Background: an optimization exercise with open tools, aiming at small area. Do not read the settings as production practice.
At most, simulation tests tie the RTL to the original design; equivalence was not proved.
Power is estimated from default activity; no workload was simulated.

## wip/juniper
Design pwl_sqrt_top, start of the top module:
module pwl_sqrt_top (
  input  logic                            clk,
  input  logic                            rst_n,
  input  logic                            in_valid,
  input  logic [pwl_pkg::A_W-1:0]         in_a,
  input  logic signed [pwl_pkg::B_W-1:0]  in_b,
  input  logic [pwl_pkg::LEN_W-1:0]       in_len,
  output logic                            in_credit,
  output logic                            out_valid,
  output logic [pwl_pkg::T_W-1:0]         out_t,
  output logic [pwl_pkg::LEN_W-1:0]       out_len,
  output logic [pwl_pkg::Y_W-1:0]         out_y0,
  output logic [pwl_pkg::Y_W-1:0]         out_y1,
  input  logic                            out_credit
);
  localparam logic [2:0] S_IDLE = 3'd0;
  localparam logic [2:0] S_SQ   = 3'd1;
  localparam logic [2:0] S_REC  = 3'd2;
  localparam logic [2:0] S_EMIT = 3'd3;
  localparam logic [2:0] S_TADD = 3'd4;
  localparam logic [2:0] S_SCAN = 3'd5;
  localparam logic [2:0] S_LEFT = 3'd6;
  localparam logic [2:0] S_MULT = 3'd7;
  logic [55:0] c2, c1, c0;
  logic        v2, v1, v0;
  logic [2:0]  st;
  logic        mw, m0, m1;
  assign mw = v0 && (st == S_IDLE);
  ...
clock: 15.0 ns
lec_check: 0
cap_margin: 20
core_margin: 2
core_utilization: 40
slew_margin: 20
standard.sh (not shown) runs the stock make flow with config.mk's settings and CLKGATE_MAP_FILE= SYNTH_SCRIPT=/design/flow/synth_recipe.tcl, a recipe that flattens the netlist after the stock synthesis.
==> flow/flow/run.sh <==
#!/bin/bash
# Standard ORFS layout with two changes: the smallest buffer on the ports, and a
# clock tree of small buffers in small clusters, without dummy loads.
set -euo pipefail
export BUFFER_PORTS_ARGS="-buffer_cell sky130_fd_sc_hd__buf_1"
export CTS_ARGS="-sink_clustering_enable -repair_clock_nets -dont_use_dummy_load -buf_list sky130_fd_sc_hd__clkbuf_4 -sink_clustering_size 10 -sink_clustering_max_diameter 60"
bash standard.sh finish > orfs_make.log 2>&1
For wip/amber, these inputs were changed with respect to wip/juniper:
diff --git a/flow/design.v b/flow/design.v
--- a/flow/design.v
+++ b/flow/design.v
@@ -67,21 +67,21 @@
   logic pe, fin, tact, done;
   assign pe    = (ph == 5'd31);
   assign fin   = (cnt == 5'd16);   
   assign out_valid = (st == S_EMIT) && (ph == 5'd0) && (cred != 2'd0);
   assign tact  = out_valid || (st == S_TADD);
   assign done  = last || (lf == 16'd0);
   assign in_credit = (st == S_TADD) && pe && done;
   logic u_eff;
   assign u_eff = u[0] && !neg && !(first && (st == S_SQ) && (cnt == 5'd0) && ph[4] && ph[3]);
   logic [3:0] j;
-  logic ge, win, aft, atj, pjx, bs, add_m, btap, qtap, add_r, mb;
+  logic ge, win, aft, atj, pjx, bs, add_m, btap, add_r;
   assign j     = cnt[3:0];
   assign ge    = (ph[3:0] >= j);
   assign win   = ph[4] ^ ge;
   assign aft   = ph[4] && ge;
   assign atj   = (ph == {1'b0, j});
   assign pjx   = !last || (atj ? lf[0] : p1);
   always_comb begin
     case (j)
       4'd0:    btap = b[0];
       4'd1:    btap = b[15];
@@ -89,57 +89,52 @@
       4'd3:    btap = b[13];
       4'd4:    btap = b[12];
       4'd5:    btap = b[11];
       4'd6:    btap = b[10];
       4'd7:    btap = b[9];
       4'd8:    btap = b[8];
       4'd9:    btap = b[7];
       default: btap = b[6];
     endcase
   end
-  assign qtap  = q[4'd0 - j];
   assign bs    = win ? btap : (aft ? p0 : 1'b0);
   assign add_m = bs && pjx;
-  assign mb    = atj ? ((j == 4'd0) || q[0]) : p1;
-  assign add_r = win && (atj || qtap) && mb;
-  logic [5:0] dsum;
-  logic [4:0] d;
-  logic       aft_sh, at_sh, sq_b, sq_t;
-  assign dsum   = {1'b0, ph} + {1'b0, cnt[3:0], 1'b0} + 6'd2;
-  assign aft_sh = dsum[5];                  
-  assign d      = dsum[4:0];                
-  assign at_sh  = aft_sh && (d == 5'd0);
-  assign sq_t   = (d == 5'd0) ? s :
-                  (d == 5'd1) ? 1'b1 :
-                  (d[4] && (d[3:1] != 3'd0)) ? !s :
-                  (q[{cnt[2:0], 1'b0}] ^ !s);
+  assign add_r = win && (atj || q[0]) && p1;
+  logic aft_sh, eq_sh, at_sh, q_cut, sq_b, sq_t;
+  assign aft_sh = (ph[4:1] >= ~cnt[3:0]);
+  assign eq_sh  = (ph[4:1] == ~cnt[3:0]);
+  assign at_sh  = eq_sh && !ph[0];
+  assign q_cut  = ph[4] && cnt[3] && (ph[3:1] > ~cnt[2:0]);
+  assign sq_t   = eq_sh ? (ph[0] || s) :
+                  ((q[{cnt[2:0], 1'b0}] && !q_cut) ^ !s);
   assign sq_b   = aft_sh && sq_t;
   logic pl;
   assign pl = last ? (!ph[4] && lf[0]) : (ph == {1'b0, k});
   logic x_a, x_b, x_ci, x_s, x_co;
   always_comb begin
     case (st)
       S_MULT:  begin x_a = u_eff; x_b = add_m;              x_ci = (ph == 5'd0) ? 1'b0 : cy; end
       S_REC:   begin x_a = u_eff; x_b = add_r;              x_ci = (ph == 5'd0) ? 1'b0 : cy; end
       S_LEFT:  begin x_a = lf[0]; x_b = !(ph == {1'b0, k}); x_ci = (ph == 5'd0) ? 1'b1 : cy; end
       S_SQ:    begin x_a = u_eff; x_b = sq_b && !fin;       x_ci = (at_sh && !fin) ? !s : ((ph == 5'd0) ? 1'b0 : cy); end
       default: begin x_a = t[0];  x_b = pl;                 x_ci = (ph == 5'd0) ? 1'b0 : cy; end
     endcase
     x_s  = x_a ^ x_b ^ x_ci;
     x_co = (x_a & x_b) | (x_a & x_ci) | (x_b & x_ci);
   end
   logic u_in, lf_in, q_in, y0_in, t_in, t_en, q_upd;
   assign u_in  = ((st == S_MULT) || (st == S_REC) || (st == S_SQ)) ? x_s : u_eff;
   assign lf_in = ((st == S_LEFT) && !ph[4]) ? x_s :
                  ((st == S_MULT) && last)   ? (lf[0] && (ph[3:0] < k)) : lf[0];
   assign q_upd = (st == S_SQ) && !ph[4];
-  assign q_in  = q_upd ? ((cnt == 5'd0) ? 1'b0 : ((ph == 5'd0) ? !s : qd)) : q[0];
+  assign q_in  = q_upd ? ((cnt == 5'd0) ? 1'b0 : ((ph == 5'd0) ? !s : qd)) :
+                 ((st == S_REC) && ph[4]) ? qd : q[0];
   assign y0_in = ((st == S_SQ) && fin && first && !ph[4]) ? q_in :
                  (tact && !ph[4]) ? q[0] : y0[0];
   assign t_en  = tact || (tz && (st != S_IDLE));
   assign t_in  = tz ? 1'b0 : x_s;
   always_ff @(posedge clk) begin
     ph  <= mw ? 5'd0 : ph + 5'd1;
     cy  <= x_co;
     qd  <= q[0];
     y0  <= {y0_in, y0[15:1]};
     q   <= {q_in, q[15:1]};
@@ -158,21 +153,23 @@
   always_comb begin
     if (ph[4:1] <= 4'd2)       kf = 4'd0;
     else if (ph[4:1] >= 4'd12) kf = 4'd10;
     else                       kf = ph[4:1] - 4'd2;
   end
   always_ff @(posedge clk) begin
     if ((st == S_SCAN) && (u[0] || (ph == 5'd0))) k <= kf;
     if ((st == S_LEFT) && (ph == 5'd15)) last <= !x_co;
     if ((st == S_MULT) && win) p0 <= btap;
     if ((st == S_MULT) && atj) p1 <= lf[0];
-    if ((st == S_REC) && atj)  p1 <= mb;
+    if ((st == S_REC) && (ph == {1'b0, cnt[2:0], 1'b1})) p0 <= q[0];
+    if ((st == S_SQ) && fin && pe) p1 <= 1'b1;
+    else if ((st == S_REC) && pe)  p1 <= p0;
     if (mw || ((st == S_MULT) && pe)) s <= 1'b0;
     else if ((st == S_SQ) && !fin && pe) s <= !x_co;
     if (mw) neg <= 1'b0;
     else if ((st == S_MULT) && pe) neg <= add_m && !x_co;
     else if ((st == S_SQ) && (cnt == 5'd0) && pe) neg <= 1'b0;
   end
   always_ff @(posedge clk) begin
     if (!rst_n) begin
       st        <= S_IDLE;
       cred      <= 2'd2;
## What came out
For number of gates resized after CTS, wip/juniper and wip/amber come out practically identical.
When wip/amber is measured against wip/juniper, its count of placed standard cells including taps turns out 20 lower.
wip/amber vs wip/juniper: worst hold-check slack up
[compare] base=wip/juniper new=wip/amber: total CTS buffers moved down; count of clock-buffer cells in the layout moved down; sum of met2 wire segment lengths after detailed routing moved down; die area moved down; wire length moved down.
wip/amber against wip/juniper: sequential share of layout area went up by 1.2 points; internal power saw an increase.
Only the layout flow was run in wip/juniper; the RTL was not checked for function there.

[what the ideal ports hide]
In the flow no input, the clock included, has a driving cell. The finished layouts below were timed again as built, in two steps. Step 1: set_driving_cell puts a clkbuf_16 on clk and a buf_2 on each other input, an assumption about the parent block. Step 2, shift: input delay + t, output delay - t, t = (earliest + latest rising clock arrival at the registers) / 2. This alone moves slack from input paths to output paths. Three values: no drivers, after step 1, after step 2; two values: the first two.
run | shift t [ns] | setup WS [ns] | hold WS [ns] | worst data-port slew with drivers (ns)
wip/juniper | 0.660 | 9.605 / 9.562 / 10.222 | 0.276 / 0.276 / 0.276 | 0.05
wip/amber | 0.656 | 9.593 / 9.553 / 10.209 | 0.303 / 0.303 / 0.303 | 0.04
After both steps every run listed still meets setup and hold.
